From an optimization exercise on the open Yosys and OpenROAD flow, aimed at small area and a short achievable clock period; shortcuts taken in it are not production practice. The RTL was checked by simulation tests, not by an equivalence proof against the original design. The clock input has no modelled driver; a real chip could not lean on it and would need a root buffer or a full tree. Power and IR drop assume default switching activity.

run A:
==> flow/design.v <==
package que_hs_pkg;
   localparam int WORD_WIDTH    = 256;
   localparam int DEFAULT_DEPTH = 8;
endpackage
module que_ptr
#(
   parameter int N = que_hs_pkg::DEFAULT_DEPTH - 1
) (
   input  logic         clk,
   input  logic         rst,
   input  logic         inc,
   input  logic         clr,
   output logic [N-1:0] ptr,
   output logic [N-1:0] ptr_d
);
   always_comb begin
      if (rst || clr) begin
         ptr_d = N'(1);
      end else if (inc) begin
         ptr_d = {ptr[N-2:0], ptr[N-1]};
      end else begin
         ptr_d = ptr;
      end
   end
   always_ff @(posedge clk) begin
      ptr <= ptr_d;
   end
endmodule
module que_hs
#(
   parameter int WIDTH    = que_hs_pkg::WORD_WIDTH,
   parameter int DEPTH    = que_hs_pkg::DEFAULT_DEPTH,
   parameter int AF_LEVEL = DEPTH - 1,
   parameter int AE_LEVEL = 1
) (
   input  logic                       clk,
   input  logic                       rst,
   input  logic                       flush,
   input  logic                       in_valid,
   output logic                       in_ready,
   input  logic [WIDTH-1:0]           in_data,
   output logic                       out_valid,
   input  logic                       out_ready,
   output logic [WIDTH-1:0]           out_data,
   output logic [$clog2(DEPTH+1)-1:0] count,
   output logic                       almost_full,
   output logic                       almost_empty,
   output logic                       overflow
);
   localparam int CW = $clog2(DEPTH + 1);
   localparam int MD = DEPTH - 1;    
   logic [DEPTH:0] occ_q, occ_d;
   logic [CW-1:0]  cnt_q;
   logic           in_ready_q, out_valid_q, af_q, ae_q, ovf_q;
   logic push, pop, drop, up, dn;
   assign push = in_valid  & ~occ_q[DEPTH];
   assign pop  = out_ready & ~occ_q[0];
   assign drop = in_valid  &  occ_q[DEPTH];
   assign up   = push & ~pop;
   assign dn   = pop & ~push;
   always_comb begin
      if (flush)   occ_d = (DEPTH+1)'(1);
      else if (up) occ_d = {occ_q[DEPTH-1:0], 1'b0};
      else if (dn) occ_d = {1'b0, occ_q[DEPTH:1]};
      else         occ_d = occ_q;
   end
   function automatic logic [CW-1:0] occ_count(input logic [DEPTH:0] oh);
      occ_count = '0;
      for (int n = 0; n <= DEPTH; n++) begin
         occ_count = occ_count | ({CW{oh[n]}} & CW'(n));
      end
   endfunction
   function automatic logic occ_ge(input logic [DEPTH:0] oh, input int lvl);
      occ_ge = 1'b0;
      for (int n = 0; n <= DEPTH; n++) begin
         if (n >= lvl) occ_ge = occ_ge | oh[n];
      end
   endfunction
   function automatic logic occ_le(input logic [DEPTH:0] oh, input int lvl);
      occ_le = 1'b0;
      for (int n = 0; n <= DEPTH; n++) begin
         if (n <= lvl) occ_le = occ_le | oh[n];
      end
   endfunction
   always_ff @(posedge clk) begin
      if (rst) begin
         occ_q       <= (DEPTH+1)'(1);
         cnt_q       <= '0;
         in_ready_q  <= 1'b1;
         out_valid_q <= 1'b0;
         af_q        <= 1'b0;
         ae_q        <= 1'b1;
         ovf_q       <= 1'b0;
      end else begin
         occ_q       <= occ_d;
         cnt_q       <= occ_count(occ_d);
         in_ready_q  <= ~occ_d[DEPTH];
         out_valid_q <= ~occ_d[0];
         af_q        <= occ_ge(occ_d, AF_LEVEL);
         ae_q        <= occ_le(occ_d, AE_LEVEL);
         ovf_q       <= flush ? 1'b0 : (ovf_q | drop);
      end
   end
   logic          wr_inc, rd_inc;
   logic [MD-1:0] wr_oh, wr_oh_d, rd_oh, rd_oh_d;
   logic [MD-1:0] we_q;             
   logic [MD-1:0] rdm_q;            
   assign wr_inc = push & ~occ_q[0] & ~(occ_q[1] & out_ready);
   assign rd_inc = out_ready & (|rdm_q);
   que_ptr #(.N(MD)) u_wr (
      .clk   (clk),
      .rst   (rst),
      .inc   (wr_inc),
      .clr   (flush),
      .ptr   (wr_oh),
      .ptr_d (wr_oh_d)
   );
   que_ptr #(.N(MD)) u_rd (
      .clk   (clk),
      .rst   (rst),
      .inc   (rd_inc),
      .clr   (flush),
      .ptr   (rd_oh),
      .ptr_d (rd_oh_d)
   );
   always_ff @(posedge clk) begin
      if (rst) begin
         we_q  <= MD'(1);
         rdm_q <= '0;
      end else begin
         we_q  <= occ_d[DEPTH] ? '0 : wr_oh_d;
         rdm_q <= (occ_d[0] | occ_d[1]) ? '0 : rd_oh_d;
      end
   end
   logic [MD-1:0][WIDTH-1:0] mem_q;
   logic [WIDTH-1:0]         out_q, out_d;
   for (genvar k = 0; k < MD; k++) begin : g_mem
      always_ff @(posedge clk) begin
         if (we_q[k]) begin
            mem_q[k] <= in_data;
         end
      end
   end
   logic          sel_in, sel_hold;
   logic [MD-1:0] sel_mem;
   assign sel_in   = occ_q[0] | (out_ready & occ_q[1]);
   assign sel_hold = ~occ_q[0] & ~out_ready;
   assign sel_mem  = {MD{out_ready}} & rdm_q;
   always_comb begin
      out_d = ({WIDTH{sel_in}} & in_data) | ({WIDTH{sel_hold}} & out_q);
      for (int k = 0; k < MD; k++) begin
         out_d = out_d | ({WIDTH{sel_mem[k]}} & mem_q[k]);
      end
   end
   always_ff @(posedge clk) begin
      out_q <= out_d;
   end
   assign in_ready     = in_ready_q;
   assign out_valid    = out_valid_q;
   assign out_data     = out_q;
   assign count        = cnt_q;
   assign almost_full  = af_q;
   assign almost_empty = ae_q;
   assign overflow     = ovf_q;
endmodule
clock: 5.0 ns
lec_check: 0
cap_margin: 20
core_margin: 2
core_utilization: 60
place_density: 0.7
setup_slack_margin: 3.05
slew_margin: 20
standard.sh (not shown) runs the stock make flow with config.mk's settings and CLKGATE_MAP_FILE= SYNTH_SCRIPT=/design/flow/synth_recipe.tcl, a recipe that flattens the netlist after the stock synthesis.
==> flow/flow/run.sh <==
#!/bin/bash
# Standard ORFS layout (the standard.sh, standard synthesis unchanged) with
# three layout choices changed:
#  - ports are buffered with plain buffers (sky130_fd_sc_hd__buf_2) instead of
#    the resizer's default pick;
#  - the resizer may change a cell's footprint when it sizes it;
#  - the clock tree is a balanced two-level tree (flow/my_cts.tcl, hooked in
#    through PRE_CTS_TCL) instead of TritonCTS's tree.
set -euo pipefail
here=$(cd "$(dirname "$0")" && pwd)
bash standard.sh \
  "BUFFER_PORTS_ARGS=-buffer_cell sky130_fd_sc_hd__buf_2" \
  MATCH_CELL_FOOTPRINT=0 \
  "PRE_CTS_TCL=$here/cts_hook.tcl" \
  finish > flow_make.log 2>&1
Other scripts of this flow, unchanged in this note and not shown: flow/flow/cts_hook.tcl, flow/flow/my_cts.tcl
Run A | status: complete | timing, DRC, antenna: pass
Changes in run B relative to run A:
Settings: GPL_TIMING_DRIVEN now 0, previously not set; PLACE_DENSITY no longer set, was 0.7; CORE_UTILIZATION now 55, was 60; SETUP_SLACK_MARGIN now 2.9, was 3.05.
Run B has share of total power in the clock network above what run A had.
Via count (run B vs. run A) decreases slightly
Run B — die height 15 um higher, run A as reference
[compare] base=run A new=run B: placement-stage worst setup slack decreased 1.48 ns; leakage component of the power climbed 1.3%; initial antenna violation count rose by 37%.
Run B: number of global-route vias before repair 532 below run A
Worst hold-check slack: run B vs run A down 0.0044 ns
Edits applied to the flow inputs when going from run B to run C:
Settings: GPL_TIMING_DRIVEN removed (was 0).
--- a/flow/flow/run.sh
+++ b/flow/flow/run.sh
@@ -2,5 +2,5 @@
 # Standard ORFS layout (the standard.sh, standard synthesis unchanged) with
 # three layout choices changed:
-#  - ports are buffered with plain buffers (sky130_fd_sc_hd__buf_2) instead of
+#  - ports are buffered with plain buffers (sky130_fd_sc_hd__buf_1) instead of
 #    the resizer's default pick;
 #  - the resizer may change a cell's footprint when it sizes it;
@@ -10,5 +10,5 @@
 here=$(cd "$(dirname "$0")" && pwd)
 bash standard.sh \
-  "BUFFER_PORTS_ARGS=-buffer_cell sky130_fd_sc_hd__buf_2" \
+  "BUFFER_PORTS_ARGS=-buffer_cell sky130_fd_sc_hd__buf_1" \
   MATCH_CELL_FOOTPRINT=0 \
   "PRE_CTS_TCL=$here/cts_hook.tcl" \
### Flow results
Compared run C vs run B, and number of global-route vias before repair is down in run C. Re combinational power: run C is about 10% down on run B. First-pass GRT wire length delta for run C relative to run B: about 5.6% lower. Between run B and run C, the detailed-routing iteration count for the pre-antenna-repair pass is higher for run B. On area taken by flip-flops and latches, run B and run C are basically level. Looking at time the final worst path needs with I/O delays and setup, run C sits below run B. Row power: run C lower / run B higher.
The inputs of run D differ from those of run C as listed below.
Settings: SETUP_SLACK_MARGIN: 2.9 -> 2.95.
--- a/flow/flow/run.sh
+++ b/flow/flow/run.sh
@@ -2,5 +2,5 @@
 # Standard ORFS layout (the standard.sh, standard synthesis unchanged) with
 # three layout choices changed:
-#  - ports are buffered with plain buffers (sky130_fd_sc_hd__buf_1) instead of
+#  - ports are buffered with plain buffers (sky130_fd_sc_hd__buf_2) instead of
 #    the resizer's default pick;
 #  - the resizer may change a cell's footprint when it sizes it;
@@ -10,5 +10,5 @@
 here=$(cd "$(dirname "$0")" && pwd)
 bash standard.sh \
-  "BUFFER_PORTS_ARGS=-buffer_cell sky130_fd_sc_hd__buf_1" \
+  "BUFFER_PORTS_ARGS=-buffer_cell sky130_fd_sc_hd__buf_2" \
   MATCH_CELL_FOOTPRINT=0 \
   "PRE_CTS_TCL=$here/cts_hook.tcl" \
Findings:
In the flow results for run D and run C, the hold slack is smaller on run D. Across both runs, total met3 wirelength after detailed routing was higher for run D than for run C. Of the two candidates, run C has the worse maximum frequency and run D the better one. In run D, number of buffers added for setup after CTS is higher than in run C. Compare run D and run C | area of all placed cells without fillers lower: run C.
No run of this note takes its clock network from TritonCTS; it comes from the design's own scripts or RTL.

RTL: the design.v shown in full above, as it stands there.
clock: 5.0 ns
lec_check: 0
cap_margin: 5
core_margin: 2
core_utilization: 55
setup_slack_margin: 2.9
slew_margin: 5
==> flow/flow/run.sh <==
#!/bin/bash
# Standard ORFS layout (the standard.sh, standard synthesis unchanged) with
# three layout choices changed:
#  - ports are buffered with plain buffers (sky130_fd_sc_hd__buf_2) instead of
#    the resizer's default pick;
#  - the resizer may change a cell's footprint when it sizes it;
#  - the clock tree is a balanced two-level tree (flow/my_cts.tcl, hooked in
#    through PRE_CTS_TCL) instead of TritonCTS's tree.
set -euo pipefail
here=$(cd "$(dirname "$0")" && pwd)
bash standard.sh \
  "BUFFER_PORTS_ARGS=-buffer_cell sky130_fd_sc_hd__buf_2" \
  MATCH_CELL_FOOTPRINT=0 \
  "PRE_CTS_TCL=$here/cts_hook.tcl" \
  finish > flow_make.log 2>&1
==> flow/flow/cts_hook.tcl <==
# PRE_CTS hook: cts.tcl's clock_tree_synthesis call builds the balanced
# two-level tree of my_cts.tcl instead of TritonCTS's three-level H-tree.
# The rest of cts.tcl (legalisation, timing repair) runs as usual.
source [file join [file dirname [info script]] my_cts.tcl]

proc clock_tree_synthesis {args} {
  my_cts_build clk 4 128 sky130_fd_sc_hd__clkbuf_16 sky130_fd_sc_hd__clkbuf_8
  set_propagated_clock [all_clocks]
}
Other scripts of this flow, unchanged in this note and not shown: flow/flow/my_cts.tcl
The first run passed the timing, DRC and antenna checks.
==> next run, changes <==
--- a/flow/config.mk
+++ b/flow/config.mk
@@ -6,7 +6,7 @@
 export NUM_CORES = 4
 export LEC_CHECK = 0
-export CAP_MARGIN = 5
+export CAP_MARGIN = 20
 export CORE_MARGIN = 2
-export CORE_UTILIZATION = 55
+export CORE_UTILIZATION = 50
 export SETUP_SLACK_MARGIN = 2.9
-export SLEW_MARGIN = 5
+export SLEW_MARGIN = 20
What happened: Worst setup slack gets worse by 0.017 ns; core utilization fell by 5.0 points; final area rose slightly; flip-flop and latch count does not change; synthesized cell count is unchanged; total power rose slightly; routed wire length rose by a few percent; synthesized area does not change.
==> next run, changes <==
--- a/flow/config.mk
+++ b/flow/config.mk
@@ -8,5 +8,6 @@
 export CAP_MARGIN = 20
 export CORE_MARGIN = 2
-export CORE_UTILIZATION = 50
+export CORE_UTILIZATION = 55
 export SETUP_SLACK_MARGIN = 2.9
 export SLEW_MARGIN = 20
+export TNS_END_PERCENT = 0
Result:
- global-route usage goes up by 1.9 points
- wire length goes down by a few percent
- via count goes down slightly
- design area goes down by a few percent
==> next run, changes <==
--- a/flow/config.mk
+++ b/flow/config.mk
@@ -11,3 +11,2 @@
 export SETUP_SLACK_MARGIN = 2.9
 export SLEW_MARGIN = 20
-export TNS_END_PERCENT = 0
=> Worst setup slack gains 0.15 ns; clock skew drops by 0.0066 ns; synthesized area is unchanged.
==> next run, changes <==
--- a/flow/flow/cts_hook.tcl
+++ b/flow/flow/cts_hook.tcl
@@ -5,5 +5,5 @@
 
 proc clock_tree_synthesis {args} {
-  my_cts_build clk 4 128 sky130_fd_sc_hd__clkbuf_16 sky130_fd_sc_hd__clkbuf_8
+  my_cts_build clk 4 64 sky130_fd_sc_hd__clkbuf_16 sky130_fd_sc_hd__clkbuf_16
   set_propagated_clock [all_clocks]
 }
Effect: The changed run completed without violations. Via count decreases by 0.78%. Combinational power goes down by about 6%. Die area does not change. Global-route usage came out lower by 0.11 points. Worst setup slack is better by 0.0038 ns. Clock power went down by about 2%. Sequential cell count stays the same. Power came out lower by 0.73%. Core utilization came out lower by 0.52 points.
In every run of this note, the design's own scripts or RTL, not TritonCTS, make the clock network.

-- separate check: timing with driven ports --
Ports are ideal in the flow. The routed layouts listed here were re-timed in OpenROAD. Step 1: set_driving_cell puts a clkbuf_16 on clk and a buf_2 on each other input, an assumption about the parent block. Step 2 adds t to the input delays and takes it off the output delays; t is the mean of the earliest and latest rising clock arrival at the registers after step 1. Input paths then give back, and output paths get back, about the clock's delay inside the block. Slacks: ideal ports / drivers / drivers and shift; pairs: ideal ports / drivers.
run	t (ns)	slack for setup (ns)	hold WS [ns]	worst setup path after step 2	worst data-port slew with drivers (ns)
run A	0.740	2.923 / 2.743 / 2.289	0.482 / 0.482 / 0.482	input to register	0.21
run B	0.744	2.852 / 2.674 / 2.266	0.477 / 0.477 / 0.477	input to register	0.18
run C	0.725	2.893 / 2.729 / 2.275	0.484 / 0.484 / 0.484	input to register	0.17
run D	0.732	2.910 / 2.750 / 2.302	0.469 / 0.469 / 0.469	input to register	0.16
the first run of note 2	0.730	2.916 / 2.749 / 2.321	0.479 / 0.479 / 0.479	input to register	0.15
the second run of note 2	0.736	2.899 / 2.739 / 2.266	0.484 / 0.484 / 0.484	input to register	0.16
the third run of note 2	0.729	2.770 / 2.674 / 2.185	0.477 / 0.477 / 0.477	input to register	0.15
the fourth run of note 2	0.730	2.916 / 2.749 / 2.321	0.479 / 0.479 / 0.479	input to register	0.15
the fifth run of note 2	0.702	2.920 / 2.747 / 2.339	0.481 / 0.481 / 0.481	input to register	0.16
After both steps setup and hold are still met in every run listed. The setup slack of run A, which loses most, moves by -0.180 ns with the drivers and by -0.634 ns with both steps.
